Context: an optimization exercise on an open-source flow, tuned for small area, a short achievable clock period and few clock cycles per item. The choices shown serve that exercise and are no tape-out recipe.
Function was checked by simulation only, so behaviour that the tests miss may differ from the original.

==> flow/design.v <==
package sha256_pkg;
  localparam int unsigned WordW   = 32;
  localparam int unsigned BlkWds  = 16;
  localparam int unsigned HashWds = 8;
  localparam logic VAR_SHA256 = 1'b0;
  localparam logic VAR_SHA224 = 1'b1;
  function automatic logic [31:0] ror(input logic [31:0] x, input int unsigned n);
    ror = (x >> n) | (x << (32 - n));
  endfunction
  function automatic logic [31:0] bsig0(input logic [31:0] x);
    bsig0 = ror(x, 2) ^ ror(x, 13) ^ ror(x, 22);
  endfunction
  function automatic logic [31:0] bsig1(input logic [31:0] x);
    bsig1 = ror(x, 6) ^ ror(x, 11) ^ ror(x, 25);
  endfunction
  function automatic logic [31:0] ssig0(input logic [31:0] x);
    ssig0 = ror(x, 7) ^ ror(x, 18) ^ (x >> 3);
  endfunction
  function automatic logic [31:0] ssig1(input logic [31:0] x);
    ssig1 = ror(x, 17) ^ ror(x, 19) ^ (x >> 10);
  endfunction
  function automatic logic [31:0] csa_s(input logic [31:0] x, input logic [31:0] y,
                                        input logic [31:0] z);
    csa_s = x ^ y ^ z;
  endfunction
  function automatic logic [31:0] csa_c(input logic [31:0] x, input logic [31:0] y,
                                        input logic [31:0] z);
    logic [31:0] m;
    m = (x & y) | (x & z) | (y & z);
    csa_c = {m[30:0], 1'b0};
  endfunction
  function automatic logic [31:0] add_ks(input logic [31:0] x, input logic [31:0] y);
    logic [31:0] gg, pp, g2, p2;
    gg = x & y;
    pp = x ^ y;
    for (int l = 1; l < 32; l = l * 2) begin
      g2 = gg; p2 = pp;
      for (int i = l; i < 32; i++) begin
        g2[i] = gg[i] | (pp[i] & gg[i-l]);
        p2[i] = pp[i] & pp[i-l];
      end
      gg = g2; pp = p2;
    end
    add_ks = x ^ y ^ {gg[30:0], 1'b0};
  endfunction
  function automatic logic [31:0] iv_word(input logic variant, input logic [2:0] i);
    logic [31:0] r;
    r = '0;
    if (variant == VAR_SHA224) begin
      case (i)
        3'd0: r = 32'hc1059ed8;
        3'd1: r = 32'h367cd507;
        3'd2: r = 32'h3070dd17;
        3'd3: r = 32'hf70e5939;
        3'd4: r = 32'hffc00b31;
        3'd5: r = 32'h68581511;
        3'd6: r = 32'h64f98fa7;
        default: r = 32'hbefa4fa4;
      endcase
    end else begin
      case (i)
        3'd0: r = 32'h6a09e667;
        3'd1: r = 32'hbb67ae85;
        3'd2: r = 32'h3c6ef372;
        3'd3: r = 32'ha54ff53a;
        3'd4: r = 32'h510e527f;
        3'd5: r = 32'h9b05688c;
        3'd6: r = 32'h1f83d9ab;
        default: r = 32'h5be0cd19;
      endcase
    end
    iv_word = r;
  endfunction
  function automatic logic [31:0] k_const(input logic [5:0] t);
    logic [31:0] r;
    case (t)
      6'd0: r = 32'h428a2f98;  6'd1: r = 32'h71374491;  6'd2: r = 32'hb5c0fbcf;
      6'd3: r = 32'he9b5dba5;  6'd4: r = 32'h3956c25b;  6'd5: r = 32'h59f111f1;
      6'd6: r = 32'h923f82a4;  6'd7: r = 32'hab1c5ed5;  6'd8: r = 32'hd807aa98;
      6'd9: r = 32'h12835b01;  6'd10: r = 32'h243185be; 6'd11: r = 32'h550c7dc3;
      6'd12: r = 32'h72be5d74; 6'd13: r = 32'h80deb1fe; 6'd14: r = 32'h9bdc06a7;
      6'd15: r = 32'hc19bf174; 6'd16: r = 32'he49b69c1; 6'd17: r = 32'hefbe4786;
      6'd18: r = 32'h0fc19dc6; 6'd19: r = 32'h240ca1cc; 6'd20: r = 32'h2de92c6f;
      6'd21: r = 32'h4a7484aa; 6'd22: r = 32'h5cb0a9dc; 6'd23: r = 32'h76f988da;
      6'd24: r = 32'h983e5152; 6'd25: r = 32'ha831c66d; 6'd26: r = 32'hb00327c8;
      6'd27: r = 32'hbf597fc7; 6'd28: r = 32'hc6e00bf3; 6'd29: r = 32'hd5a79147;
      6'd30: r = 32'h06ca6351; 6'd31: r = 32'h14292967; 6'd32: r = 32'h27b70a85;
      6'd33: r = 32'h2e1b2138; 6'd34: r = 32'h4d2c6dfc; 6'd35: r = 32'h53380d13;
      6'd36: r = 32'h650a7354; 6'd37: r = 32'h766a0abb; 6'd38: r = 32'h81c2c92e;
      6'd39: r = 32'h92722c85; 6'd40: r = 32'ha2bfe8a1; 6'd41: r = 32'ha81a664b;
      6'd42: r = 32'hc24b8b70; 6'd43: r = 32'hc76c51a3; 6'd44: r = 32'hd192e819;
      6'd45: r = 32'hd6990624; 6'd46: r = 32'hf40e3585; 6'd47: r = 32'h106aa070;
      6'd48: r = 32'h19a4c116; 6'd49: r = 32'h1e376c08; 6'd50: r = 32'h2748774c;
      6'd51: r = 32'h34b0bcb5; 6'd52: r = 32'h391c0cb3; 6'd53: r = 32'h4ed8aa4a;
      6'd54: r = 32'h5b9cca4f; 6'd55: r = 32'h682e6ff3; 6'd56: r = 32'h748f82ee;
      6'd57: r = 32'h78a5636f; 6'd58: r = 32'h84c87814; 6'd59: r = 32'h8cc70208;
      6'd60: r = 32'h90befffa; 6'd61: r = 32'ha4506ceb; 6'd62: r = 32'hbef9a3f7;
      default: r = 32'hc67178f2;
    endcase
    k_const = r;
  endfunction
endpackage
module sha256_core (
  input  logic        clk,
  input  logic        rst,
  input  logic        variant,
  input  logic        src_valid,
  input  logic [31:0] src_word,
  input  logic        src_len2,     
  output logic        want,         
  output logic        take,
  output logic        out_valid,
  input  logic        out_ready,
  output logic [31:0] out_word,
  output logic [2:0]  out_idx,
  output logic        out_last
);
  logic [15:0][31:0] w;
  logic [31:0] ra, rb, rc, rd, re, rf, rg, q;
  logic [3:0][31:0] ha, he;
  logic [5:0] r;
  logic       run, fin, f0;
  logic       cur_first, cur_last, prv_first, prv_last;
  logic       have0;        
  logic       f_zero, f_need, f_comp, f_61, f_62, f_63;
  logic [5:0] r_next;
  logic [31:0] kq;          
  logic [31:0] w_new, s1, s0, ch, mj, a_new, e_new, sum_a, sum_e, hsel_a, hsel_e;
  logic [31:0] qx, qy, q_new, ld_c;
  logic [31:0] e1s, e1c, a1s, a1c, a2s, a2c, q1s, q1c, q2s, q2c;
  logic        stall, adv, need, opt, start, new_first, fin_go, f0_go;
  logic        fold_a, fold_e, afirst, shift;
  logic [1:0]  aidx, eidx;
  always_comb begin
    need      = run && f_need;
    opt       = !have0 && (run ? (f_62 || f_63) : 1'b1);
    stall     = run && ((need && !src_valid) || (f_61 && out_valid));
    adv       = run && !stall;
    start     = !run && have0 && src_valid;
    new_first = !fin || cur_last;
    fin_go    = fin && (cur_last || start);
    f0_go     = f0 && (!run || adv);
    fold_e    = (adv && (f_61 || f_62 || f_63)) || fin_go;
    fold_a    = (adv && (f_62 || f_63)) || fin_go || f0_go;
    want      = need || opt || (!run && have0);
    take      = want && src_valid;
    shift     = take || (adv && f_comp);
    if (adv) r_next = f_63 ? r : r + 6'd1;
    else if (start) r_next = 6'd0;
    else r_next = r;
  end
  assign w_new = sha256_pkg::ssig1(w[14]) + w[9] + sha256_pkg::ssig0(w[1]) + w[0];
  always_ff @(posedge clk) begin
    if (shift) begin
      for (int i = 0; i < 15; i++) w[i] <= w[i+1];
      w[15] <= take ? src_word : w_new;
    end
  end
  always_comb begin
    aidx   = {f_62 || (run && f_63), f_62 || fin};
    eidx   = {f_61 || f_62, f_61 || (run && f_63)};
    afirst = f0 ? prv_first : cur_first;
    hsel_a = afirst ? sha256_pkg::iv_word(variant, {1'b0, aidx}) : ha[3];
    hsel_e = cur_first ? sha256_pkg::iv_word(variant, {1'b1, eidx}) : he[3];
    sum_a  = hsel_a + ra;
    sum_e  = hsel_e + re;
  end
  always_ff @(posedge clk) begin
    if (fold_a) ha <= {ha[2:0], sum_a};
    if (fold_e) he <= {he[2:0], sum_e};
  end
  always_comb begin
    s1    = sha256_pkg::bsig1(re);
    ch    = (re & rf) ^ (~re & rg);
    s0    = sha256_pkg::bsig0(ra);
    mj    = (ra & rb) ^ (ra & rc) ^ (rb & rc);
    e1s   = sha256_pkg::csa_s(q, ch, s1);
    e1c   = sha256_pkg::csa_c(q, ch, s1);
    e_new = sha256_pkg::add_ks(e1s, e1c);
    a1s   = sha256_pkg::csa_s(re, ~rd, mj);
    a1c   = sha256_pkg::csa_c(re, ~rd, mj) | 32'd1;
    a2s   = sha256_pkg::csa_s(a1s, a1c, s0);
    a2c   = sha256_pkg::csa_c(a1s, a1c, s0);
    a_new = sha256_pkg::add_ks(a2s, a2c);
    ld_c  = cur_first ? sha256_pkg::iv_word(variant, 3'd2) : ha[1];
    if (run) begin
      qx = rg;
      qy = f_zero ? ld_c : rb;
    end else begin
      qx = new_first ? sha256_pkg::iv_word(variant, 3'd7) : he[2];
      qy = new_first ? sha256_pkg::iv_word(variant, 3'd3) : ha[1];
    end
    q1s   = sha256_pkg::csa_s(kq, w[15], qx);
    q1c   = sha256_pkg::csa_c(kq, w[15], qx);
    q2s   = sha256_pkg::csa_s(q1s, q1c, qy);
    q2c   = sha256_pkg::csa_c(q1s, q1c, qy);
    q_new = q2s + q2c;
  end
  always_ff @(posedge clk) begin
    if (start) kq <= sha256_pkg::k_const(6'd1);
    else if (!stall) kq <= sha256_pkg::k_const(f_63 ? 6'd0 : r + 6'd2);
  end
  always_ff @(posedge clk) begin
    if (adv) begin
      re <= e_new; rf <= re; rg <= rf;
      q  <= q_new;
    end else if (start) begin
      if (new_first) begin
        re <= sha256_pkg::iv_word(variant, 3'd4);
        rf <= sha256_pkg::iv_word(variant, 3'd5);
        rg <= sha256_pkg::iv_word(variant, 3'd6);
      end else begin
        re <= sum_e; rf <= he[0]; rg <= he[1];
      end
      q <= q_new;
    end
  end
  always_ff @(posedge clk) begin
    if (adv && f_zero) begin
      if (cur_first) begin
        ra <= sha256_pkg::iv_word(variant, 3'd0);
        rb <= sha256_pkg::iv_word(variant, 3'd1);
        rc <= sha256_pkg::iv_word(variant, 3'd2);
        rd <= sha256_pkg::iv_word(variant, 3'd3);
      end else begin
        ra <= sum_a; rb <= ha[0]; rc <= ha[1]; rd <= ha[2];
      end
    end else if (adv || fin_go) begin
      ra <= a_new; rb <= ra; rc <= rb; rd <= rc;
    end
  end
  always_ff @(posedge clk) begin
    if (rst) begin
      run       <= 1'b0;
      fin       <= 1'b0;
      f0        <= 1'b0;
      r         <= 6'd63;
      f_zero    <= 1'b0;
      f_need    <= 1'b0;
      f_comp    <= 1'b0;
      f_61      <= 1'b0;
      f_62      <= 1'b0;
      f_63      <= 1'b1;
      cur_first <= 1'b1;
      cur_last  <= 1'b0;
      prv_first <= 1'b1;
      prv_last  <= 1'b0;
      have0     <= 1'b0;
    end else begin
      r      <= r_next;
      f_zero <= (r_next == 6'd0);
      f_need <= (r_next <= 6'd13);
      f_comp <= (r_next >= 6'd14) && (r_next <= 6'd61);
      f_61   <= (r_next == 6'd61);
      f_62   <= (r_next == 6'd62);
      f_63   <= (r_next == 6'd63);
      if (opt && src_valid) have0 <= 1'b1;
      else if (start) have0 <= 1'b0;
      if (fin_go) begin
        f0        <= 1'b1;
        prv_first <= cur_first;
        prv_last  <= cur_last;
      end else if (f0_go) begin
        f0 <= 1'b0;
      end
      if (adv) begin
        if (f_63) begin
          run <= 1'b0;
          fin <= 1'b1;
        end
      end else if (start) begin
        run       <= 1'b1;
        fin       <= 1'b0;
        cur_first <= new_first;
        cur_last  <= 1'b0;
      end else if (fin_go) begin
        fin <= 1'b0;
      end
      if (adv && need && src_len2) cur_last <= 1'b1;
    end
  end
  always_comb begin
    out_word = out_idx[2] ? he[out_idx[1:0]] : ha[out_idx[1:0]];
    out_last = (out_idx == ((variant == sha256_pkg::VAR_SHA224) ? 3'd6 : 3'd7));
  end
  always_ff @(posedge clk) begin
    if (rst) begin
      out_valid <= 1'b0;
      out_idx   <= '0;
    end else if (f0_go && prv_last) begin
      out_valid <= 1'b1;
      out_idx   <= '0;
    end else if (out_valid && out_ready) begin
      out_idx <= out_idx + 3'd1;
      if (out_last) out_valid <= 1'b0;
    end
  end
endmodule
module sha256_hash_engine_top (
  input  logic        clk,
  input  logic        rst,
  input  logic        cfg_valid,
  output logic        cfg_ready,
  input  logic        cfg_data,
  input  logic        s_axis_tvalid,
  output logic        s_axis_tready,
  input  logic [39:0] s_axis_tdata,    
  input  logic        s_axis_tlast,
  output logic        m_axis_tvalid,
  input  logic        m_axis_tready,
  output logic [39:0] m_axis_tdata,    
  output logic        m_axis_tlast
);
  localparam logic [1:0] S_DATA = 2'd0, S_P80 = 2'd1, S_ZERO = 2'd2, S_LEN2 = 2'd3;
  logic [1:0]  src_st;
  logic [3:0]  pos;         
  logic [58:0] words;       
  logic [1:0]  tail;        
  logic        variant;
  logic [2:0]  cnt;
  logic [31:0] in_word, pad_calc, gen_word, out_word;
  logic        gen_valid;
  logic [2:0]  out_idx;
  logic        want, take, out_valid, out_last;
  assign in_word = s_axis_tdata[31:0];
  assign cnt     = (s_axis_tdata[34:32] > 3'd4) ? 3'd4 : s_axis_tdata[34:32];
  always_comb begin
    case (cnt)
      3'd1:    pad_calc = {in_word[31:24], 24'h80_0000};
      3'd2:    pad_calc = {in_word[31:16], 16'h8000};
      3'd3:    pad_calc = {in_word[31:8], 8'h80};
      default: pad_calc = 32'h8000_0000;
    endcase
  end
  always_comb begin
    gen_valid = (src_st != S_DATA) || s_axis_tvalid;
    case (src_st)
      S_DATA:  gen_word = (!s_axis_tlast || cnt == 3'd4) ? in_word : pad_calc;
      S_P80:   gen_word = 32'h8000_0000;
      S_ZERO:  gen_word = (pos == 4'd14) ? words[58:27] : 32'd0;
      default: gen_word = {words[26:0], tail, 3'd0};
    endcase
  end
  always_ff @(posedge clk) begin
    if (rst) begin
      src_st    <= S_DATA;
      pos       <= '0;
      words     <= '0;
      tail      <= '0;
      variant   <= sha256_pkg::VAR_SHA256;
    end else begin
      if (cfg_valid) variant <= cfg_data;
      if (take) begin
        pos <= pos + 4'd1;
        case (src_st)
          S_DATA: begin
            if (!s_axis_tlast || cnt == 3'd4) words <= words + 59'd1;
            if (s_axis_tlast) begin
              tail   <= cnt[1:0];
              src_st <= (cnt == 3'd4) ? S_P80 : S_ZERO;
            end
          end
          S_P80:  src_st <= S_ZERO;
          S_ZERO: if (pos == 4'd14) src_st <= S_LEN2;
          default: begin
            src_st <= S_DATA;
            words  <= '0;
            tail   <= '0;
          end
        endcase
      end
    end
  end
  always_comb begin
    cfg_ready     = 1'b1;
    s_axis_tready = want && (src_st == S_DATA);
    m_axis_tvalid = out_valid;
    m_axis_tdata  = {5'd0, out_idx, out_word};
    m_axis_tlast  = out_last;
  end
  sha256_core u_core (
    .clk       (clk),
    .rst       (rst),
    .variant   (variant),
    .src_valid (gen_valid),
    .src_word  (gen_word),
    .src_len2  (src_st == S_LEN2),
    .want      (want),
    .take      (take),
    .out_valid (out_valid),
    .out_ready (m_axis_tready),
    .out_word  (out_word),
    .out_idx   (out_idx),
    .out_last  (out_last)
  );
endmodule
==> flow/run.sh <==
#!/bin/bash
# synth_recipe.tcl (not shown) runs the flow's synth.tcl, then flattens the netlist and writes it again
# the make line also repeats each setting of config.mk as NAME=value (left out here)
make -C /OpenROAD-flow-scripts/flow DESIGN_CONFIG=/design/flow/config.mk WORK_HOME=/design/flow/orfs CLKGATE_MAP_FILE= SYNTH_SCRIPT=/design/flow/synth_recipe.tcl finish
==> flow/config.mk <==
export PLATFORM = sky130hd
export DESIGN_NAME = sha256_hash_engine_top
export DESIGN_NICKNAME = sha256_hash_engine_top
export VERILOG_FILES = /design/flow/design.v
export SDC_FILE = /design/flow/constraint.sdc
export NUM_CORES = 4
export LEC_CHECK = 0
export CAP_MARGIN = 20
export CORE_MARGIN = 2
export CORE_UTILIZATION = 40
export CTS_BUF_LIST = sky130_fd_sc_hd__clkbuf_4 sky130_fd_sc_hd__clkbuf_8
export SETUP_SLACK_MARGIN = 4.2
export SLEW_MARGIN = 20
export TNS_END_PERCENT = 100
==> flow/constraint.sdc <==
create_clock -name core_clock -period 8.5 [get_ports {clk}]
set_input_delay 1.7000 -clock core_clock [delete_from_list [all_inputs] [get_ports {clk}]]
set_output_delay 1.7000 -clock core_clock [all_outputs]
set_load 0.01 [all_outputs]
==> impl_metrics.json, run 1 <==
{
  "status": "complete, no violations",
  "grt_max_degree": 194,
  "fillers": 14329,
  "grt_pass1_vias": 46052,
  "crit_end": "u_core.w[510]",
  "dp_worst_setup_slack_ns": 2.19,
  "ff2ff_path_depth": 17,
  "place.gp.congestion": 0.926,
  "synth_cells": 5802,
  "timing_worst_setup_path_type": "flip-flop to flip-flop",
  "total_area_of_multi_input_combinational_cells_um2": 31700,
  "cts-buffers-inserted": 196,
  "detailroute.via_count": 48398,
  "die_footprint_um2": 166000,
  "rr_endpoint": "u_core.w[510]",
  "ios": 91,
  "synth-seq-cells": 1148,
  "wl_per_cell_um": 25.5,
  "utilization": 0.490,
  "netlist.top_cell.by_area": "sky130_fd_sc_hd__edfxtp_1",
  "worstPathArrival_ns": 5.59,
  "initial_utilization": 0.403,
  "final_antenna_net_count": 0,
  "final_setup_margin_ns": 3.57,
  "report.final.slew_viol_count": 0,
  "cts_tree": "yes",
  "synthArstFlopShare": 0,
  "global_route.usage.total": 0.256,
  "critical_path_required_ns": 9.16,
  "grt_util_met3": 0.0534,
  "globalRouteMet1Util": 0.360,
  "clk_tree_root_cell": "sky130_fd_sc_hd__clkbuf_8",
  "worst-r2r-setup-slack_ns": 3.57,
  "most_common_flop_cell_mapped_by_yosys": "sky130_fd_sc_hd__edfxtp_1",
  "synth_enable_flop_cells": 1024,
  "synth.yosys.warnings": 2,
  "seqCellArea_um2": 33300,
  "num_rows": 147,
  "coreArea_um2": 161000,
  "end_kind": "flip-flop",
  "hpwlAfterDp_um": 148000,
  "detailedRoute.firstIterationViolations": 5866,
  "seq_area_frac_synth": 0.512,
  "clk_pin_slew_ns": 0.06,
  "cap_violations": 0,
  "cts.sink_count": 1148,
  "maxSlewHeadroom": 0.213,
  "rsz0062_at_grt": "yes",
  "clock_skew_ns": 0.0640,
  "hold_bufs_at_cts": 0,
  "cts_htree_levels": 4,
  "syn_to_final_growth_pct": 21.6,
  "detail_route.drc_violations": 0,
  "busiest_layer": "met2",
  "final_wirelength_um": 217000,
  "global_route.overflow_total": 0,
  "timing_hold_violations_final": 0,
  "worstSetupStartpoint": "u_core.w[469]",
  "via_per_inst": 5.66,
  "grt.met2_usage": 0.392,
  "r2r-start": "u_core.w[469]",
  "max_slew.worst_pin.slew_ns": 1.18,
  "finalNetCount": 6706,
  "max_clock_freq_mhz": 203,
  "clkLatencyLatePin_ns": 0.97,
  "synth_top_cells_by_area": "sky130_fd_sc_hd__edfxtp_1, sky130_fd_sc_hd__fa_1, sky130_fd_sc_hd__ha_1, sky130_fd_sc_hd__xnor2_1, sky130_fd_sc_hd__dfxtp_1",
  "yosys.area.top_type_share": 0.474,
  "syn_avg_cell_area_um2": 11.2,
  "post-route-min-period_ns": 4.93,
  "drive_above_1_share": 0.220,
  "mappedNetlistArea_um2": 64900,
  "finalSetupTns_ns": 0,
  "setup-violations-final": 0,
  "die_x_um": 407,
  "portBuffers": 79,
  "final.period_utilization": 0.580,
  "grt_first_pass_wirelength_um": 310000,
  "cp_max_fo": 3,
  "grt_antenna_before_repair": 6,
  "clock_tree_buffer_depth": 3,
  "drtPass1Iterations": 8,
  "hold-path-cell-count": 0,
  "netlist-cell-type-count": 93,
  "whs_ns": 0.364,
  "worstSetupStartpointType": "flip-flop",
  "min_path_type": "flip-flop to flip-flop",
  "die_height_um": 407
}
-- critical path: stages (launching register included) --
cell	delay [ns]
sky130_fd_sc_hd__edfxtp_1	0.56
sky130_fd_sc_hd__xnor2_1	0.21
sky130_fd_sc_hd__xnor2_1	0.17
sky130_fd_sc_hd__fa_1	0.55
sky130_fd_sc_hd__inv_1	0.05
sky130_fd_sc_hd__fa_1	0.52
sky130_fd_sc_hd__inv_2	0.05
sky130_fd_sc_hd__ha_4	0.21
sky130_fd_sc_hd__a21oi_4	0.18
sky130_fd_sc_hd__nand4b_1	0.19
sky130_fd_sc_hd__nand4_1	0.20
sky130_fd_sc_hd__a21oi_2	0.24
sky130_fd_sc_hd__o211ai_1	0.21
sky130_fd_sc_hd__a31oi_2	0.32
sky130_fd_sc_hd__a211oi_2	0.13
sky130_fd_sc_hd__o31a_1	0.32
sky130_fd_sc_hd__or3_1	0.30
sky130_fd_sc_hd__a31o_1	0.21
-- Yosys cell counts (all sizes together) (8+ instances only) --
library cell  number
edfxtp          1024
nand2            571
inv              474
a21oi            432
o21ai            392
nor2             372
xnor2            303
clkbuf           280
ha               227
fa               220
xor2             173
dfxtp            124
a21o             105
a211oi           100
nor3              98
nand3             93
mux4              64
buf               52
mux2i             50
o211ai            45
mux2              43
o21a              40
and3              39
a22oi             36
nand2b            35
a31oi             30
maj3              30
nor2b             30
or3               30
a311oi            23
nand4             19
o21bai            19
o22ai             19
or2               15
and2              13
o311ai            13
o31ai             13
nor4              12
a221oi            11
a211o             10
a221o             10
a21boi             8
a22o               8
-- how the worst min path moves through the flow --
stage	start	end	slack, ns
6_report	u_core.w[380]	u_core.w[348]	0.36
3_5_place_dp	u_core.w[148]	u_core.w[116]	0.40
2_1_floorplan	u_core.w[132]	u_core.w[100]	0.40
5_1_grt	u_core.w[380]	u_core.w[348]	0.36
4_1_cts	u_core.w[442]	u_core.w[410]	0.34
3_3_place_gp	u_core.w[169]	u_core.w[137]	0.40
-- sequential cells by signal, indices dropped and copies added (netlist names), 59 cells and up --
name / flops
u_core.w: 512
u_core.ha: 128
u_core.he: 128
words: 59
-- per-stage QoR --
step	instances	cell area (um2)
floorplan	5806	65100
global placement	7779	67900
detailed placement	7779	67900
CTS	8420	76400
global route	8544	78900
finish	8544	78900
-- timing repair --
action | CTS | global route
setup buffers | 260 | 118
gates resized for setup | 597 | 322
cloned | 13 | 2
setup endpoints to repair | 191 | 118
pin swaps | 179 | 207
-- cells in the final DEF, fill, tap and decap left out, drive strengths merged, types with 93 or more instances in the layout --
| cell | netlist | final |
|---|---|---|
| clkinv | 3 | 102 |
| nand3 | 93 | 93 |
| xnor2 | 303 | 303 |
| buf | 52 | 485 |
| inv | 474 | 483 |
| clkbuf | 280 | 247 |
| o21ai | 392 | 392 |
| nor2 | 372 | 373 |
| a211oi | 100 | 100 |
| a21oi | 432 | 432 |
| edfxtp | 1024 | 1024 |
| a21o | 105 | 105 |
| xor2 | 173 | 173 |
| nor3 | 98 | 98 |
| fa | 220 | 220 |
| ha | 227 | 227 |
| dfxtp | 124 | 124 |
| nand2 | 571 | 571 |
-- cells by family after synthesis --
family                     after synthesis  synth area share
AOI/OAI and AO/OA                     1382             0.131
xor gates and xnor gates               476            0.0642
adders and majority gates              477             0.116
buffers and inverters                  809            0.0471
DFF                                   1148             0.512
muxes                                  157            0.0374
other                                    2          0.000116
and+or+nand+nor                       1351            0.0919
-- layer usage --
layer | wire length (um) | part of all wire
met1 | 92700 | 0.43
met2 | 98100 | 0.45
met3 | 18500 | 0.085
met4 | 8130 | 0.037
met5 | 13 | 0.000060
-- cell type report --
cell class / count / area share
Inverter: 477 / 0.0229
Multi-Input combinational cell: 3851 / 0.401
Timing Repair Buffer: 538 / 0.0672
Tap cell: 2160 / 0.0342
Clock inverter: 123 / 0.0140
Sequential cell: 1148 / 0.421
Antenna cell: 2 / 0.0000634
Clock buffer: 245 / 0.0391
Testbench counts, summed over its fixed seeds: cycles 55,304, bytes 42,816.
==> inputs of run 2 (changes only) <==
--- a/flow/config.mk
+++ b/flow/config.mk
@@ -9,6 +9,6 @@
 export CORE_MARGIN = 2
 export CORE_UTILIZATION = 40
 export CTS_BUF_LIST = sky130_fd_sc_hd__clkbuf_4 sky130_fd_sc_hd__clkbuf_8
-export SETUP_SLACK_MARGIN = 4.2
+export SETUP_SLACK_MARGIN = 3.9
 export SLEW_MARGIN = 20
 export TNS_END_PERCENT = 100
==> run 2 against run 1 <==
Effect of this change: routed wire length down 1.8%; sequential share of layout area up 1.4 points; non-clock buffer count down 139; clock skew up 0.0040 ns; global-route usage down 0.44 points; clock-buffer cell count unchanged; register-to-register slack better by 0.04 ns; still clean on timing, DRC and antenna; sequential cell count unchanged; synthesized cell count unchanged; worst setup slack better by 0.040 ns.
==> impl_metrics.json, run 2 <==
{
  "cts_tree": "yes",
  "synthesized_area_fraction_occupied_by_ao_oa_aoi_and_oai_cells": 0.131,
  "grt_first_pass_wirelength_um": 304000,
  "layout_top_registers": "u_core.w (512), u_core.ha (128), u_core.he (128)",
  "cts-buffers-inserted": 196,
  "worstSetupStartpoint": "u_core.w[467]",
  "cts_htree_levels": 4,
  "grt_pass1_vias": 45050,
  "final_cell_mix": "sky130_fd_sc_hd__edfxtp_1, sky130_fd_sc_hd__nand2_1, sky130_fd_sc_hd__inv_1, sky130_fd_sc_hd__a21oi_1, sky130_fd_sc_hd__nor2_1",
  "mux_cell_area_share_after_synthesis": 0.0374,
  "cp.depth": 18,
  "hold_start": "u_core.w[380]",
  "cap_violations": 0,
  "post-route-min-period_ns": 4.89,
  "initial_utilization": 0.403,
  "hold-path-cell-count": 0,
  "detailedRoute.firstIterationViolations": 5937,
  "num_rows": 147,
  "wl_per_cell_um": 25.4,
  "timing_worst_setup_path_type": "flip-flop to flip-flop",
  "rsz0062_at_grt": "yes",
  "finalSetupTns_ns": 0,
  "rr_endpoint": "u_core.w[511]",
  "ff2ff_path_depth": 18,
  "hpwlAfterDp_um": 148000,
  "seq_area_frac_synth": 0.512,
  "drive_above_1_share": 0.175,
  "detailroute.via_count": 47763,
  "post_synth_fa_ha_maj_area_fraction": 0.116,
  "status": "complete, no violations",
  "crit_buf_inv": 3,
  "finalNetCount": 6567,
  "synth_top_cells_by_area": "sky130_fd_sc_hd__edfxtp_1, sky130_fd_sc_hd__fa_1, sky130_fd_sc_hd__ha_1, sky130_fd_sc_hd__xnor2_1, sky130_fd_sc_hd__dfxtp_1",
  "cts.sink_count": 1148,
  "clkLatencyLatePin_ns": 0.97,
  "end_kind": "flip-flop",
  "detail_route.drc_violations": 0,
  "final.period_utilization": 0.575,
  "worst-r2r-setup-slack_ns": 3.61,
  "clock_tree_buffer_depth": 3,
  "die_x_um": 407,
  "yosys.area.top_type_share": 0.474,
  "worstPathArrival_ns": 5.55,
  "worst_path_largest_cell_delay_ns": 0.56,
  "synth_cells": 5802,
  "timing.hold.worst_endpoint": "u_core.w[348]",
  "critical_path_required_ns": 9.17,
  "largest_register_ffs": 512,
  "ios": 91,
  "layout_commonest_cell": "sky130_fd_sc_hd__edfxtp_1",
  "most_common_flop_cell_mapped_by_yosys": "sky130_fd_sc_hd__edfxtp_1",
  "die_height_um": 407,
  "netlist.top_cell.by_area": "sky130_fd_sc_hd__edfxtp_1",
  "worstSetupStartpointType": "flip-flop",
  "syn_avg_cell_area_um2": 11.2,
  "drtPass1Iterations": 9,
  "synth-seq-cells": 1148,
  "clock_skew_ns": 0.0679,
  "timing_hold_violations_final": 0,
  "r2r-start": "u_core.w[467]",
  "path_delay_family": "adder cells",
  "synthArstFlopShare": 0,
  "grt_max_degree": 194,
  "setup-violations-final": 0,
  "timing.critical_path.cells": "xnor2_1, xnor2_1, fa_1, inv_1, fa_1, buf_4, fa_2, nand2b_4, a211o_1, a21oi_4, o211ai_1, buf_4, a21oi_4, o211a_1, a311o_1, a21oi_2, xnor2_2, mux2i_1",
  "max_slew.worst_pin.slew_ns": 1.22,
  "final_antenna_net_count": 0,
  "synth.yosys.warnings": 2,
  "netlist-cell-type-count": 93,
  "cp_max_fo": 3,
  "largest-register": "u_core.w",
  "cp_slowest_cell": "sky130_fd_sc_hd__edfxtp_1",
  "synth_top_family_by_area": "compound AO/OA/AOI/OAI gates",
  "portBuffers": 79,
  "syn_to_final_growth_pct": 17.7,
  "final_wirelength_um": 214000,
  "via_per_inst": 5.68,
  "synth_enable_flop_cells": 1024,
  "coreArea_um2": 161000,
  "min_path_type": "flip-flop to flip-flop",
  "mappedNetlistArea_um2": 64900,
  "maxSlewHeadroom": 0.186,
  "synth_simple_gate_area_share": 0.0919,
  "whs_ns": 0.367,
  "report.final.slew_viol_count": 0,
  "clk_tree_root_cell": "sky130_fd_sc_hd__clkbuf_8",
  "grt_antenna_before_repair": 4,
  "global_route.overflow_total": 0,
  "place.gp.congestion": 0.926,
  "synth_common_cells": "sky130_fd_sc_hd__edfxtp_1, sky130_fd_sc_hd__nand2_1, sky130_fd_sc_hd__inv_1",
  "die_footprint_um2": 166000,
  "yosys.area_share.xor_xnor": 0.0642,
  "clk_pin_slew_ns": 0.06,
  "max_clock_freq_mhz": 205,
  "synth.most_common_cell": "sky130_fd_sc_hd__edfxtp_1",
  "global_route.usage.total": 0.252
}
-- run 2: cell counts after synthesis --
No cell type changed its count.
-- run 2: what timing repair did --
item / in CTS / in global routing
setup buffers: 141 / 99
endpoints found under the setup margin: 170 / 75
gates cloned: 10 / 4
hold buffers: 0 / 0
pin swaps: 65 / 108
resized for setup: 303 / 250
-- run 2: logic make-up (layout without fill, tap and decap cells) --
group	count (synthesis)	in the layout
AOI/OAI and AO/OA	1382	1382
xor gates and xnor gates	476	476
adders and majority gates	477	477
buffers and inverters	809	1244
DFF	1148	1148
muxes	157	157
other	2	8
and+or+nand+nor	1351	1353
-- run 2: final cells by class --
cell class	instances	area, um2
repair buffers	399	3890
diodes	2	5.00
clock inverters	123	1110
flip-flops and latches	1148	33300
well taps	2160	2700
inverters	477	1800
clock buffers	245	3080
multi-input cells	3851	30600
fillers	14589	84500
-- run 2: metrics by stage --
step	cells	setup slack (ns)	area (um2)	utilization
after floorplan	5806	3.46	65100	-
final	8405	3.61	76400	0.475
after CTS	8298	3.62	74500	0.463
after detailed placement	7779	2.19	67900	0.422
after global placement	7779	2.42	67900	0.422
after global routing	8405	3.48	76400	0.475
-- run 2: per-layer routing --
metal	vias to the layer above	global-route usage	wire, um
li1	21247	-	-
met1	23975	0.356	91500
met2	2186	0.384	96000
met3	355	0.0524	18600
met4	0	0.0845	7470
met5	-	0	0
-- run 2: how the worst max path moves through the flow --
stage	slack [ns]	to
floorplan	3.46	u_core.w[0]
global placement	2.42	u_core.ra[29]
detailed placement	2.19	u_core.q[29]
finish	3.61	u_core.w[511]
global route	3.48	u_core.w[510]
CTS	3.62	u_core.w[511]
-- run 2: worst register-to-register path, cell delays in order (launching register included) --
cell	delay, ns
sky130_fd_sc_hd__edfxtp_1	0.56
sky130_fd_sc_hd__xnor2_1	0.21
sky130_fd_sc_hd__xnor2_1	0.17
sky130_fd_sc_hd__fa_1	0.55
sky130_fd_sc_hd__inv_1	0.05
sky130_fd_sc_hd__fa_1	0.48
sky130_fd_sc_hd__buf_4	0.17
sky130_fd_sc_hd__fa_2	0.41
sky130_fd_sc_hd__nand2b_4	0.16
sky130_fd_sc_hd__a211o_1	0.33
sky130_fd_sc_hd__a21oi_4	0.20
sky130_fd_sc_hd__o211ai_1	0.13
sky130_fd_sc_hd__buf_4	0.18
sky130_fd_sc_hd__a21oi_4	0.16
sky130_fd_sc_hd__o211a_1	0.21
sky130_fd_sc_hd__a311o_1	0.19
sky130_fd_sc_hd__a21oi_2	0.08
sky130_fd_sc_hd__xnor2_2	0.27
sky130_fd_sc_hd__mux2i_1	0.11
==> inputs of run 3 (changes only) <==
--- a/flow/config.mk
+++ b/flow/config.mk
@@ -9,6 +9,6 @@
 export CORE_MARGIN = 2
 export CORE_UTILIZATION = 40
 export CTS_BUF_LIST = sky130_fd_sc_hd__clkbuf_4 sky130_fd_sc_hd__clkbuf_8
-export SETUP_SLACK_MARGIN = 3.9
+export SETUP_SLACK_MARGIN = 3.5
 export SLEW_MARGIN = 20
 export TNS_END_PERCENT = 100
==> run 3 against run 2 <==
Effect of this change: highest routed layer is now met5; routed wire length down 3.1%; sequential share of layout area up 1.4 points; die area unchanged; clock skew up 0.036 ns; register-to-register slack worse by 0.04 ns; fmax down 0.85%; area after synthesis unchanged; critical path depth down 3; still clean.
==> impl_metrics.json, run 3 <==
{
  "synth_top_cells_by_area": "sky130_fd_sc_hd__edfxtp_1, sky130_fd_sc_hd__fa_1, sky130_fd_sc_hd__ha_1, sky130_fd_sc_hd__xnor2_1, sky130_fd_sc_hd__dfxtp_1",
  "layout_top_registers": "u_core.w (512), u_core.ha (128), u_core.he (128)",
  "seq_area_frac_synth": 0.512,
  "finalNetCount": 6430,
  "final_wirelength_um": 207000,
  "detailedRoute.firstIterationViolations": 5256,
  "clk_pin_slew_ns": 0.07,
  "wl_per_cell_um": 25.0,
  "timing.critical_path.cells": "xor2_1, xnor2_2, fa_1, inv_1, ha_1, nor2b_1, o21a_1, o21ai_1, a21boi_1, or2_2, a31oi_2, o21bai_1, a221o_1, a221oi_1, a21oi_1",
  "grt_max_degree": 189,
  "place.gp.congestion": 0.940,
  "synth_common_cells": "sky130_fd_sc_hd__edfxtp_1, sky130_fd_sc_hd__nand2_1, sky130_fd_sc_hd__inv_1",
  "die_x_um": 407,
  "hold_start": "u_core.w[280]",
  "synth_cells": 5802,
  "syn_to_final_growth_pct": 14.1,
  "netlist-cell-type-count": 93,
  "finalSetupTns_ns": 0,
  "synth_enable_flop_cells": 1024,
  "syn_avg_cell_area_um2": 11.2,
  "worst-r2r-setup-slack_ns": 3.57,
  "cp_max_fo": 7,
  "grt_first_pass_wirelength_um": 296000,
  "clock_tree_buffer_depth": 3,
  "cts.sink_count": 1148,
  "synth.most_common_cell": "sky130_fd_sc_hd__edfxtp_1",
  "dp_worst_setup_slack_ns": 2.18,
  "via_per_inst": 5.64,
  "largest-register": "u_core.w",
  "detailroute.via_count": 46625,
  "hold-path-cell-count": 0,
  "min_path_type": "flip-flop to flip-flop",
  "cts-buffers-inserted": 197,
  "hpwlAfterDp_um": 147000,
  "die_height_um": 407,
  "cap_violations": 0,
  "portBuffers": 79,
  "layout_commonest_cell": "sky130_fd_sc_hd__edfxtp_1",
  "initial_utilization": 0.403,
  "largest_register_ffs": 512,
  "clk_tree_root_cell": "sky130_fd_sc_hd__clkbuf_8",
  "detail_route.drc_violations": 0,
  "setup-violations-final": 0,
  "worstPathArrival_ns": 5.58,
  "rsz0062_at_grt": "yes",
  "r2r-start": "u_core.re[9]",
  "grt_pass1_vias": 43733,
  "max_clock_freq_mhz": 203,
  "ff2ff_path_depth": 15,
  "synthArstFlopShare": 0,
  "max_slew.worst_pin.slew_ns": 1.28,
  "final_antenna_net_count": 0,
  "global_route.usage.total": 0.245,
  "coreArea_um2": 161000,
  "most_common_flop_cell_mapped_by_yosys": "sky130_fd_sc_hd__edfxtp_1",
  "maxSlewHeadroom": 0.148,
  "hold_bufs_at_cts": 0,
  "timing_hold_violations_final": 0,
  "synth.yosys.warnings": 2,
  "drive_above_1_share": 0.130,
  "die_footprint_um2": 166000,
  "mappedNetlistArea_um2": 64900,
  "yosys.area.top_type_share": 0.474,
  "clkLatencyLatePin_ns": 0.98,
  "num_rows": 147,
  "synth-seq-cells": 1148,
  "ios": 91,
  "worst_path_largest_cell_delay_ns": 0.75,
  "cp_slowest_cell": "sky130_fd_sc_hd__edfxtp_1",
  "status": "complete, no violations",
  "report.final.slew_viol_count": 0,
  "global_route.overflow_total": 0,
  "final_cell_mix": "sky130_fd_sc_hd__edfxtp_1, sky130_fd_sc_hd__nand2_1, sky130_fd_sc_hd__inv_1, sky130_fd_sc_hd__a21oi_1",
  "post-route-min-period_ns": 4.93,
  "worstSetupStartpointType": "flip-flop",
  "drtPass1Iterations": 7,
  "clock_skew_ns": 0.104,
  "timing_worst_setup_path_type": "flip-flop to flip-flop",
  "final_setup_margin_ns": 3.57,
  "grt_antenna_before_repair": 4,
  "worstSetupStartpoint": "u_core.re[9]",
  "critical_path_required_ns": 9.15,
  "netlist.top_cell.by_area": "sky130_fd_sc_hd__edfxtp_1",
  "final.period_utilization": 0.580,
  "cts_htree_levels": 4,
  "end_kind": "flip-flop",
  "cts_tree": "yes"
}
-- run 3: cell counts after synthesis --
Identical to the previous run, type by type.
-- run 3: cells by family after synthesis --
family,share of synthesized area
other,0.000116
and+or+nand+nor,0.0919
xor gates and xnor gates,0.0642
buffers and inverters,0.0471
muxes,0.0374
AOI/OAI and AO/OA,0.131
DFF,0.512
adders and majority gates,0.116
-- run 3: what timing repair did --
action                     4_1_cts  5_1_grt
setup endpoints to repair      104       44
setup buffers                   49       65
gates cloned                     3        2
pin swaps                       10       47
gates resized for setup         99       96
hold endpoints to repair         0        0
-- run 3: critical path: cells and delay by family, from the launching register on --
family | cells | cell delay (ns)
AOI/OAI and AO/OA | 8 | 2.00
and+or+nand+nor | 2 | 0.52
DFF | 1 | 0.75
buffers and inverters | 1 | 0.06
adders and majority gates | 2 | 0.73
xor gates and xnor gates | 2 | 0.55
-- run 3: path summary, 6_finish.rpt --
check                       end
hold reg to reg   u_core.w[248]
hold / removal    u_core.w[248]
setup reg to reg  u_core.re[27]
setup / recovery  u_core.re[27]
-- run 3: through the flow --
step	cells	utilization	hold WS (ns)	instance area, um2
2_1_floorplan	5806	-	0.400	65000
3_3_place_gp	7777	0.422	0.400	67900
6_report	8270	0.460	0.346	74100
3_5_place_dp	7777	0.422	0.405	67900
5_1_grt	8269	0.460	0.327	74100
4_1_cts	8200	0.454	0.332	73100
-- run 3: layer usage --
| metal | up-vias | track usage | share of wire |
|---|---|---|---|
| met5 | - | 0 | 0.00013 |
| li1 | 20982 | - | - |
| met2 | 1909 | 0.374 | 0.45 |
| met3 | 306 | 0.0499 | 0.079 |
| met4 | 4 | 0.0778 | 0.031 |
| met1 | 23424 | 0.349 | 0.44 |
-- run 3: cell type report --
type / count / area, um2
Antenna cell: 2 / 5.00
Clock buffer: 267 / 3310
Clock inverter: 104 / 966
Fill cell: 14865 / 86800
Inverter: 477 / 1800
Multi-Input combinational cell: 3850 / 29500
Sequential cell: 1148 / 33300
Tap cell: 2160 / 2700
Timing Repair Buffer: 262 / 2520
==> inputs of run 4 (changes only) <==
--- a/flow/config.mk
+++ b/flow/config.mk
@@ -9,6 +9,6 @@
 export CORE_MARGIN = 2
 export CORE_UTILIZATION = 40
 export CTS_BUF_LIST = sky130_fd_sc_hd__clkbuf_4 sky130_fd_sc_hd__clkbuf_8
-export SETUP_SLACK_MARGIN = 3.5
+export SETUP_SLACK_MARGIN = 3.7
 export SLEW_MARGIN = 20
 export TNS_END_PERCENT = 100
==> run 4 against run 3 <==
Effect of this change: still clean on timing, DRC and antenna; worst setup slack improved by 0.083 ns; register-to-register slack improved by 0.08 ns; clock-buffer cell count rose by 2; clock skew fell by 0.014 ns; routed wire length rose by 1.3%; core utilization rose by 0.46 points; cell area rose by 1.0%; fmax rose by 1.7%; largest cell class unchanged; highest routed layer unchanged.
==> impl_metrics.json, run 4 <==
{
  "global_route.usage.total": 0.247,
  "maxSlewHeadroom": 0.298,
  "hold_bufs_at_cts": 0,
  "netlist.top_cell.by_area": "sky130_fd_sc_hd__edfxtp_1",
  "clk_pin_slew_ns": 0.07,
  "yosys.area_share.xor_xnor": 0.0642,
  "synth_top_family_by_area": "compound AO/OA/AOI/OAI gates",
  "max_clock_freq_mhz": 206,
  "post-route-min-period_ns": 4.85,
  "timing_hold_violations_final": 0,
  "mux_cell_area_share_after_synthesis": 0.0374,
  "grt_pass1_vias": 43994,
  "synth.most_common_cell": "sky130_fd_sc_hd__edfxtp_1",
  "via_per_inst": 5.62,
  "synth_enable_flop_cells": 1024,
  "initial_utilization": 0.403,
  "die_x_um": 407,
  "grt_first_pass_wirelength_um": 298000,
  "max_slew.worst_pin.slew_ns": 1.05,
  "hpwlAfterDp_um": 147000,
  "critical_path_required_ns": 9.19,
  "min_path_type": "flip-flop to flip-flop",
  "cap_violations": 0,
  "grt_antenna_before_repair": 6,
  "report.final.slew_viol_count": 0,
  "wl_per_cell_um": 25.3,
  "cp_max_fo": 5,
  "largest_register_ffs": 512,
  "clock_skew_ns": 0.0898,
  "num_rows": 147,
  "ios": 91,
  "layout_commonest_cell": "sky130_fd_sc_hd__edfxtp_1",
  "finalSetupTns_ns": 0,
  "netlist-cell-type-count": 93,
  "clk_tree_root_cell": "sky130_fd_sc_hd__clkbuf_8",
  "yosys.area.top_type_share": 0.474,
  "synth_cells": 5802,
  "final_cell_mix": "sky130_fd_sc_hd__edfxtp_1, sky130_fd_sc_hd__nand2_1, sky130_fd_sc_hd__inv_1, sky130_fd_sc_hd__a21oi_1, sky130_fd_sc_hd__nor2_1",
  "total_area_of_multi_input_combinational_cells_um2": 29800,
  "seqCellArea_um2": 33300,
  "die_footprint_um2": 166000,
  "clkLatencyLatePin_ns": 0.99,
  "cts-buffers-inserted": 196,
  "detailedRoute.firstIterationViolations": 5201,
  "cts_htree_levels": 4,
  "die_height_um": 407,
  "setup-violations-final": 0,
  "drive_above_1_share": 0.145,
  "synth.yosys.warnings": 2,
  "final_antenna_net_count": 0,
  "coreArea_um2": 161000,
  "rsz0062_at_grt": "yes",
  "synth_common_cells": "sky130_fd_sc_hd__edfxtp_1, sky130_fd_sc_hd__nand2_1, sky130_fd_sc_hd__inv_1",
  "cts_tree": "yes",
  "layout_top_registers": "u_core.w (512), u_core.ha (128), u_core.he (128)",
  "finalNetCount": 6465,
  "most_common_flop_cell_mapped_by_yosys": "sky130_fd_sc_hd__edfxtp_1",
  "grt_max_degree": 187,
  "end_kind": "flip-flop",
  "fillers": 14710,
  "mappedNetlistArea_um2": 64900,
  "synth_top_cells_by_area": "sky130_fd_sc_hd__edfxtp_1, sky130_fd_sc_hd__fa_1, sky130_fd_sc_hd__ha_1, sky130_fd_sc_hd__xnor2_1, sky130_fd_sc_hd__dfxtp_1",
  "cts.sink_count": 1148,
  "synthArstFlopShare": 0,
  "status": "complete, no violations",
  "seq_area_frac_synth": 0.512,
  "clock_tree_buffer_depth": 3,
  "worstPathArrival_ns": 5.53,
  "final_wirelength_um": 210000,
  "synth_simple_gate_area_share": 0.0919,
  "syn_to_final_growth_pct": 15.3,
  "worst-r2r-setup-slack_ns": 3.65,
  "post_synth_fa_ha_maj_area_fraction": 0.116,
  "synth-seq-cells": 1148,
  "largest-register": "u_core.w",
  "detail_route.drc_violations": 0,
  "detailroute.via_count": 46665,
  "global_route.overflow_total": 0,
  "syn_avg_cell_area_um2": 11.2,
  "instances_no_fill": 8298,
  "synthesized_area_fraction_occupied_by_ao_oa_aoi_and_oai_cells": 0.131,
  "portBuffers": 79,
  "final.period_utilization": 0.570,
  "drtPass1Iterations": 8,
  "post-place-cells": 7780,
  "place.gp.congestion": 0.923,
  "timing_worst_setup_path_type": "flip-flop to flip-flop",
  "worstSetupStartpointType": "flip-flop"
}
==> run 4: cells by family (layout without fill, tap and decap cells) <==
logic type,after synthesis,in the layout
and+or+nand+nor,1351,1351
xor gates and xnor gates,476,476
DFF,1148,1148
AOI/OAI and AO/OA,1382,1382
adders and majority gates,477,477
muxes,157,157
other,2,11
buffers and inverters,809,1136
==> run 4: metal layers <==
metal | wire length, um | track usage | share of wire
met2 | 94200 | 0.378 | 0.45
met5 | 12 | 0 | 0.000057
met4 | 7830 | 0.0888 | 0.037
met1 | 89100 | 0.345 | 0.43
met3 | 18400 | 0.0540 | 0.088
==> run 4: what timing repair did <==
action / CTS / global route
buffers inserted: 72 / 70
gates cloned: 4 / 6
setup endpoints to repair: 143 / 65
resized for setup: 148 / 162
pin swaps: 18 / 67
==> run 4: critical path, cell delays in order, from the launching register on <==
cell,delay [ns]
sky130_fd_sc_hd__edfxtp_1,0.49
sky130_fd_sc_hd__buf_4,0.20
sky130_fd_sc_hd__xnor2_1,0.13
sky130_fd_sc_hd__xnor2_1,0.23
sky130_fd_sc_hd__fa_1,0.48
sky130_fd_sc_hd__fa_1,0.51
sky130_fd_sc_hd__ha_2,0.31
sky130_fd_sc_hd__and3_2,0.26
sky130_fd_sc_hd__a221oi_4,0.35
sky130_fd_sc_hd__a21oi_4,0.11
sky130_fd_sc_hd__o211ai_1,0.32
sky130_fd_sc_hd__a21oi_2,0.13
sky130_fd_sc_hd__o211a_1,0.25
sky130_fd_sc_hd__a311o_1,0.34
sky130_fd_sc_hd__a21oi_2,0.20
sky130_fd_sc_hd__xnor2_2,0.18
sky130_fd_sc_hd__mux2i_1,0.11
==> run 4: worst paths after layout <==
path                                    start            end  cells after the start
worst max register to register  u_core.w[471]  u_core.w[511]                     16
worst min-delay path            u_core.w[286]  u_core.w[254]                      0
worst min register to register  u_core.w[286]  u_core.w[254]                      0
worst max-delay path            u_core.w[471]  u_core.w[511]                     16
==> run 4: stage by stage <==
step	hold slack (ns)	setup slack [ns]	util	cell area, um2
global route	0.390	3.51	0.465	74800
finish	0.379	3.65	0.465	74800
floorplan	0.400	3.46	-	65100
detailed placement	0.405	2.19	0.422	67900
CTS	0.383	3.58	0.456	73400
global placement	0.400	2.25	0.422	67900
==> run 4: cell type report <==
class / instances / share of cell area
multi-input cells: 3849 / 0.399
clock inverters: 91 / 0.0119
well taps: 2160 / 0.0361
flip-flops and latches: 1148 / 0.444
repair buffers: 299 / 0.0403
inverters: 477 / 0.0241
diodes: 5 / 0.000167
clock buffers: 269 / 0.0444
==> inputs of run 5 (changes only) <==
--- a/flow/config.mk
+++ b/flow/config.mk
@@ -9,6 +9,7 @@
 export CORE_MARGIN = 2
 export CORE_UTILIZATION = 40
 export CTS_BUF_LIST = sky130_fd_sc_hd__clkbuf_4 sky130_fd_sc_hd__clkbuf_8
+export GPL_ROUTABILITY_DRIVEN = 0
 export SETUP_SLACK_MARGIN = 3.7
 export SLEW_MARGIN = 20
 export TNS_END_PERCENT = 100
==> run 5 against run 4 <==
Effect of this change: register-to-register slack about the same; clock-buffer cell count down 1; routed wire length down 3.7%; via count up 0.32%; fmax up 0.19%; critical endpoint is now u_core.w[510]; highest routed layer unchanged.
==> impl_metrics.json, run 5 <==
{
  "status": "complete, no violations",
  "global_route.overflow_total": 0,
  "global_route.usage.total": 0.238,
  "cts_htree_levels": 4,
  "clock_skew_ns": 0.0677,
  "synth_common_cells": "sky130_fd_sc_hd__edfxtp_1, sky130_fd_sc_hd__nand2_1, sky130_fd_sc_hd__inv_1",
  "largest-register": "u_core.w",
  "grt_max_degree": 178,
  "syn_to_final_growth_pct": 14.7,
  "timing_worst_setup_path_type": "flip-flop to flip-flop",
  "clk_tree_root_cell": "sky130_fd_sc_hd__clkbuf_8",
  "mappedNetlistArea_um2": 64900,
  "min_path_type": "flip-flop to flip-flop",
  "syn_avg_cell_area_um2": 11.2,
  "maxSlewHeadroom": 0.253,
  "coreArea_um2": 161000,
  "synth_top_cells_by_area": "sky130_fd_sc_hd__edfxtp_1, sky130_fd_sc_hd__fa_1, sky130_fd_sc_hd__ha_1, sky130_fd_sc_hd__xnor2_1, sky130_fd_sc_hd__dfxtp_1",
  "critical_path_required_ns": 9.18,
  "hpwlAfterDp_um": 142000,
  "instances_no_fill": 8286,
  "finalNetCount": 6454,
  "drive_above_1_share": 0.142,
  "seqCellArea_um2": 33300,
  "initial_utilization": 0.403,
  "post-route-min-period_ns": 4.84,
  "portBuffers": 79,
  "seq_area_frac_synth": 0.512,
  "die_x_um": 407,
  "max_clock_freq_mhz": 207,
  "clk_pin_slew_ns": 0.07,
  "grt_first_pass_wirelength_um": 289000,
  "ios": 91,
  "clkLatencyLatePin_ns": 0.94,
  "cts-buffers-inserted": 196,
  "grt_antenna_before_repair": 3,
  "final.period_utilization": 0.569,
  "die_footprint_um2": 166000,
  "drtPass1Iterations": 8,
  "netlist.top_cell.by_area": "sky130_fd_sc_hd__edfxtp_1",
  "largest_register_ffs": 512,
  "cap_violations": 0,
  "layout_top_registers": "u_core.w (512), u_core.ha (128), u_core.he (128)",
  "via_per_inst": 5.65,
  "rsz0062_at_grt": "yes",
  "detailedRoute.firstIterationViolations": 6458,
  "synthArstFlopShare": 0,
  "detailroute.via_count": 46813,
  "hold_start": "u_core.w[274]",
  "worstPathArrival_ns": 5.52,
  "dpl_cell_area_um2": 67900,
  "synth-seq-cells": 1148,
  "postLayoutCellArea_um2": 74500,
  "fillers": 14759,
  "final_wirelength_um": 202000,
  "r2r-start": "u_core.w[469]",
  "grt_pass1_vias": 44047,
  "ff2ff_path_depth": 17,
  "end_kind": "flip-flop",
  "hold_bufs_at_cts": 0,
  "netlist-cell-type-count": 93,
  "timing.hold.worst_endpoint": "u_core.w[242]",
  "synth_enable_flop_cells": 1024,
  "worst-r2r-setup-slack_ns": 3.66,
  "post-place-cells": 7773,
  "detail_route.drc_violations": 0,
  "report.final.slew_viol_count": 0,
  "cts.sink_count": 1148,
  "wl_per_cell_um": 24.4,
  "setup-violations-final": 0,
  "final_antenna_net_count": 0,
  "rr_endpoint": "u_core.w[510]",
  "layout_commonest_cell": "sky130_fd_sc_hd__edfxtp_1",
  "synth_cells": 5802,
  "yosys.area.top_type_share": 0.474,
  "final_cell_mix": "sky130_fd_sc_hd__edfxtp_1, sky130_fd_sc_hd__nand2_1, sky130_fd_sc_hd__inv_1, sky130_fd_sc_hd__a21oi_1, sky130_fd_sc_hd__nor2_1",
  "total_area_of_multi_input_combinational_cells_um2": 29800,
  "worstSetupStartpointType": "flip-flop",
  "timing_hold_violations_final": 0,
  "num_rows": 147,
  "clock_tree_buffer_depth": 3,
  "synth.most_common_cell": "sky130_fd_sc_hd__edfxtp_1",
  "cp_max_fo": 3,
  "max_slew.worst_pin.slew_ns": 1.12,
  "die_height_um": 407,
  "hold-path-cell-count": 0,
  "cts_tree": "yes",
  "finalSetupTns_ns": 0,
  "synth.yosys.warnings": 2,
  "most_common_flop_cell_mapped_by_yosys": "sky130_fd_sc_hd__edfxtp_1"
}
==> run 5: cell counts after synthesis <==
Identical to the previous run, type by type.
==> run 5: cell type report <==
class,instances,area share
flip-flops and latches,1148,0.446
multi-input cells,3850,0.401
clock buffers,268,0.0450
repair buffers,287,0.0369
well taps,2160,0.0363
inverters,477,0.0242
clock inverters,95,0.0105
diodes,1,0.0000336
==> run 5: worst max-delay path: stages (launching register included) <==
cell,delay [ns]
sky130_fd_sc_hd__edfxtp_1,0.53
sky130_fd_sc_hd__xnor2_2,0.21
sky130_fd_sc_hd__xnor2_2,0.18
sky130_fd_sc_hd__fa_1,0.58
sky130_fd_sc_hd__inv_2,0.05
sky130_fd_sc_hd__fa_2,0.57
sky130_fd_sc_hd__inv_2,0.05
sky130_fd_sc_hd__ha_4,0.21
sky130_fd_sc_hd__a21oi_4,0.19
sky130_fd_sc_hd__nand4b_1,0.16
sky130_fd_sc_hd__nand4_1,0.17
sky130_fd_sc_hd__a21oi_2,0.24
sky130_fd_sc_hd__o211ai_1,0.18
sky130_fd_sc_hd__a31oi_2,0.33
sky130_fd_sc_hd__a211oi_2,0.13
sky130_fd_sc_hd__o31a_1,0.26
sky130_fd_sc_hd__or3_1,0.31
sky130_fd_sc_hd__a31o_1,0.21
==> run 5: per-layer routing <==
metal | part of all wire | up-vias | track usage
li1 | - | 21019 | -
met1 | 0.41 | 23078 | 0.324
met2 | 0.46 | 2314 | 0.368
met3 | 0.097 | 398 | 0.0572
met4 | 0.037 | 4 | 0.0877
met5 | 0.00013 | - | 0
==> run 5: what timing repair did <==
item / CTS / global route
setup buffers: 65 / 78
pin swaps: 32 / 67
gates resized for setup: 140 / 132
cloned: 3 / 3
endpoints found under the setup margin: 131 / 71
==> run 5: cells by family after synthesis <==
| kind of cell | count (synthesis) | synth area share |
|---|---|---|
| xor gates and xnor gates | 476 | 0.0642 |
| other | 2 | 0.000116 |
| adders and majority gates | 477 | 0.116 |
| DFF | 1148 | 0.512 |
| and+or+nand+nor | 1351 | 0.0919 |
| muxes | 157 | 0.0374 |
| AOI/OAI and AO/OA | 1382 | 0.131 |
| buffers and inverters | 809 | 0.0471 |
==> run 5: metrics by stage <==
stage	setup slack, ns	utilization	hold slack, ns
2_1_floorplan	3.46	-	0.400
3_5_place_dp	2.55	0.422	0.405
4_1_cts	3.63	0.455	0.382
6_report	3.66	0.463	0.395
5_1_grt	3.52	0.463	0.395
3_3_place_gp	2.59	0.422	0.400
==> run 5: worst max-delay path by stage <==
stage	from	end	slack, ns
after floorplan	s_axis_tvalid	u_core.w[0]	3.46
after global placement	variant	u_core.q[29]	2.59
after detailed placement	variant	u_core.q[30]	2.55
after CTS	u_core.out_idx[2]	m_axis_tdata[2]	3.63
after global routing	u_core.w[469]	u_core.w[510]	3.52
final	u_core.w[469]	u_core.w[510]	3.66
==> inputs of run 6 (changes only) <==
--- a/flow/config.mk
+++ b/flow/config.mk
@@ -7,7 +7,7 @@
 export LEC_CHECK = 0
 export CAP_MARGIN = 20
 export CORE_MARGIN = 2
-export CORE_UTILIZATION = 40
+export CORE_UTILIZATION = 50
 export CTS_BUF_LIST = sky130_fd_sc_hd__clkbuf_4 sky130_fd_sc_hd__clkbuf_8
 export GPL_ROUTABILITY_DRIVEN = 0
 export SETUP_SLACK_MARGIN = 3.7
==> run 6 against run 5 <==
Effect of this change: worst setup slack got worse by 0.15 ns; critical path depth increased by 2; cell area decreased by 0.35%; global-route usage increased by 7.3 points; critical path type unchanged; highest routed layer unchanged.
==> impl_metrics.json, run 6 <==
{
  "die_footprint_um2": 133000,
  "post-place-cells": 7361,
  "clock_tree_buffer_depth": 3,
  "max_slew.worst_pin.slew_ns": 1.11,
  "netlist-cell-type-count": 93,
  "finalNetCount": 6478,
  "cp_max_fo": 3,
  "cts_htree_levels": 4,
  "synth_top_cells_by_area": "sky130_fd_sc_hd__edfxtp_1, sky130_fd_sc_hd__fa_1, sky130_fd_sc_hd__ha_1, sky130_fd_sc_hd__xnor2_1, sky130_fd_sc_hd__dfxtp_1",
  "worstSetupStartpointType": "flip-flop",
  "die_height_um": 364,
  "timing_hold_violations_final": 0,
  "clkLatencyLatePin_ns": 0.98,
  "worst_path_most_repeated_cell": "sky130_fd_sc_hd__a21oi_2",
  "final_wirelength_um": 210000,
  "critical_path_required_ns": 9.14,
  "dpl_cell_area_um2": 67400,
  "detail_route.drc_violations": 0,
  "global_route.usage.total": 0.311,
  "final_antenna_net_count": 0,
  "synth.yosys.warnings": 2,
  "num_rows": 132,
  "cp_slowest_cell": "sky130_fd_sc_hd__fa_1",
  "cts-buffers-inserted": 196,
  "global_route.overflow_total": 0,
  "setup-violations-final": 0,
  "coreArea_um2": 129000,
  "grt_antenna_before_repair": 7,
  "hpwlAfterDp_um": 147000,
  "worst_path_largest_cell_delay_ns": 0.61,
  "instances_no_fill": 7886,
  "report.final.slew_viol_count": 0,
  "timing_worst_setup_path_type": "flip-flop to flip-flop",
  "utilization": 0.575,
  "cap_violations": 0,
  "postLayoutCellArea_um2": 74200,
  "detailroute.via_count": 47302,
  "end_kind": "flip-flop",
  "post-route-min-period_ns": 4.98,
  "synth_common_cells": "sky130_fd_sc_hd__edfxtp_1, sky130_fd_sc_hd__nand2_1, sky130_fd_sc_hd__inv_1",
  "final_cell_mix": "sky130_fd_sc_hd__edfxtp_1, sky130_fd_sc_hd__nand2_1, sky130_fd_sc_hd__inv_1, sky130_fd_sc_hd__a21oi_1, sky130_fd_sc_hd__nor2_1",
  "synth-seq-cells": 1148,
  "drtPass1Iterations": 7,
  "grt_pass1_vias": 43837,
  "rsz0062_at_grt": "yes",
  "synth.most_common_cell": "sky130_fd_sc_hd__edfxtp_1",
  "yosys.area.top_type_share": 0.474,
  "ff2ff_path_depth": 19,
  "die_x_um": 364,
  "grt_max_degree": 170,
  "synth_cells": 5802,
  "ios": 91,
  "status": "complete, no violations",
  "maxSlewHeadroom": 0.255,
  "rr_endpoint": "u_core.w[511]",
  "worst-r2r-setup-slack_ns": 3.52,
  "netlist.top_cell.by_area": "sky130_fd_sc_hd__edfxtp_1",
  "min_path_type": "flip-flop to flip-flop",
  "final.period_utilization": 0.586,
  "clock_skew_ns": 0.105,
  "hold_bufs_at_cts": 0,
  "max_clock_freq_mhz": 201,
  "seq_area_frac_synth": 0.512,
  "clk_pin_slew_ns": 0.07,
  "syn_avg_cell_area_um2": 11.2,
  "worstSetupStartpoint": "u_core.w[468]",
  "mappedNetlistArea_um2": 64900,
  "timing.critical_path.cells": "xnor2_1, xnor2_1, fa_1, inv_2, fa_1, inv_2, ha_4, inv_1, fa_2, nand2b_4, a211o_1, a21oi_2, o211ai_1, a21oi_2, o211a_1, a311o_1, a21oi_2, xnor2_2, mux2i_1",
  "via_per_inst": 6.00,
  "portBuffers": 79,
  "detailedRoute.firstIterationViolations": 6345,
  "layout_commonest_cell": "sky130_fd_sc_hd__edfxtp_1",
  "syn_to_final_growth_pct": 14.3,
  "wl_per_cell_um": 26.6,
  "grt_first_pass_wirelength_um": 299000,
  "drive_above_1_share": 0.147,
  "initial_utilization": 0.503,
  "most_common_flop_cell_mapped_by_yosys": "sky130_fd_sc_hd__edfxtp_1",
  "largest_register_ffs": 512,
  "largest-register": "u_core.w",
  "worstPathArrival_ns": 5.62,
  "synth_enable_flop_cells": 1024,
  "layout_top_registers": "u_core.w (512), u_core.ha (128), u_core.he (128)",
  "synthArstFlopShare": 0,
  "crit_end": "u_core.w[511]",
  "r2r-start": "u_core.w[468]",
  "clk_tree_root_cell": "sky130_fd_sc_hd__clkbuf_8",
  "cts_tree": "yes",
  "cts.sink_count": 1148,
  "finalSetupTns_ns": 0
}
## run 6: stage by stage
step | hold slack, ns | setup WS, ns
2_1_floorplan | 0.400 | 3.46
3_3_place_gp | 0.400 | 2.43
3_5_place_dp | 0.405 | 2.35
4_1_cts | 0.382 | 3.51
5_1_grt | 0.385 | 3.49
6_report | 0.384 | 3.52
## run 6: final cells by class
type,count,area (um2)
clock buffer,268,3280
fill,11055,54900
inverter,477,1800
sequential,1148,33300
antenna,5,12.5
tap,1742,2180
clock inverter,85,788
timing repair buffer,311,2970
multi-input combinational,3850,29900
## run 6: layer usage
| layer | up-vias | global-route usage | wire length [um] |
|---|---|---|---|
| met5 | - | 0 | 27 |
| met4 | 4 | 0.0961 | 6480 |
| met3 | 359 | 0.0886 | 24300 |
| li1 | 21059 | - | - |
| met2 | 2497 | 0.450 | 90500 |
| met1 | 23383 | 0.451 | 88400 |
## run 6: worst min path at each step
stage | slack [ns] | to | startpoint | cells after the start
after global placement | 0.40 | u_core.w[190] | u_core.w[222] | 0
after detailed placement | 0.40 | u_core.w[104] | u_core.w[136] | 0
after CTS | 0.38 | u_core.w[335] | u_core.w[367] | 0
after global routing | 0.39 | u_core.w[225] | u_core.w[257] | 0
final | 0.38 | u_core.w[448] | u_core.w[480] | 0
after floorplan | 0.40 | u_core.w[100] | u_core.w[132] | 0
## run 6: repair_timing
action | CTS | global route
buffers inserted | 96 | 63
pin swaps | 29 | 80
endpoints found under the setup margin | 132 | 55
gates resized for setup | 171 | 148
gates cloned | 6 | 2
## run 6: critical path: cells and delay by family (launching register included)
kind | cells | cell delay (ns)
compound gates | 7 | 1.41
xor+xnor | 3 | 0.60
fa+ha+maj | 4 | 1.65
buf+inv | 3 | 0.21
flops | 1 | 0.55
mux | 1 | 0.14
simple gates | 1 | 0.15
## run 6: kinds of logic (layout without fill, tap and decap cells)
family / count (synthesis) / after routing / share of synthesized area
AOI/OAI and AO/OA: 1382 / 1382 / 0.131
and+or+nand+nor: 1351 / 1352 / 0.0919
DFF: 1148 / 1148 / 0.512
buffers and inverters: 809 / 1141 / 0.0471
adders and majority gates: 477 / 477 / 0.116
xor gates and xnor gates: 476 / 476 / 0.0642
muxes: 157 / 157 / 0.0374
other: 2 / 11 / 0.000116

[separate check: timing with driven ports]
The flow's constraints put no driver on any port. The routed layouts listed below were extracted and timed again, unchanged, in two steps. Step 1: set_driving_cell puts a clkbuf_16 on clk and a buf_2 on each other input, an assumption about the parent block. Step 2, shift: input delay + t, output delay - t, t = (earliest + latest rising clock arrival at the registers) / 2. This alone moves slack from input paths to output paths. Three values: no drivers, after step 1, after step 2; two values: the first two.
run | t, ns | setup WS [ns] | latest minus earliest clock arrival (ns)
run 1 | 1.024 | 3.573 / 3.573 / 3.385 | 0.066 / 0.067
run 2 | 1.022 | 3.613 / 3.613 / 3.249 | 0.070 / 0.070
run 3 | 1.014 | 3.571 / 3.571 / 3.154 | 0.108 / 0.108
run 4 | 1.007 | 3.654 / 3.654 / 3.190 | 0.112 / 0.112
run 5 | 0.993 | 3.663 / 3.663 / 3.206 | 0.068 / 0.068
run 6 | 1.001 | 3.517 / 3.517 / 2.908 | 0.105 / 0.106
After both steps setup and hold are still met in every run listed. The setup slack of run 6, which loses most, moves by 0.000 ns with the drivers and by -0.609 ns with both steps.
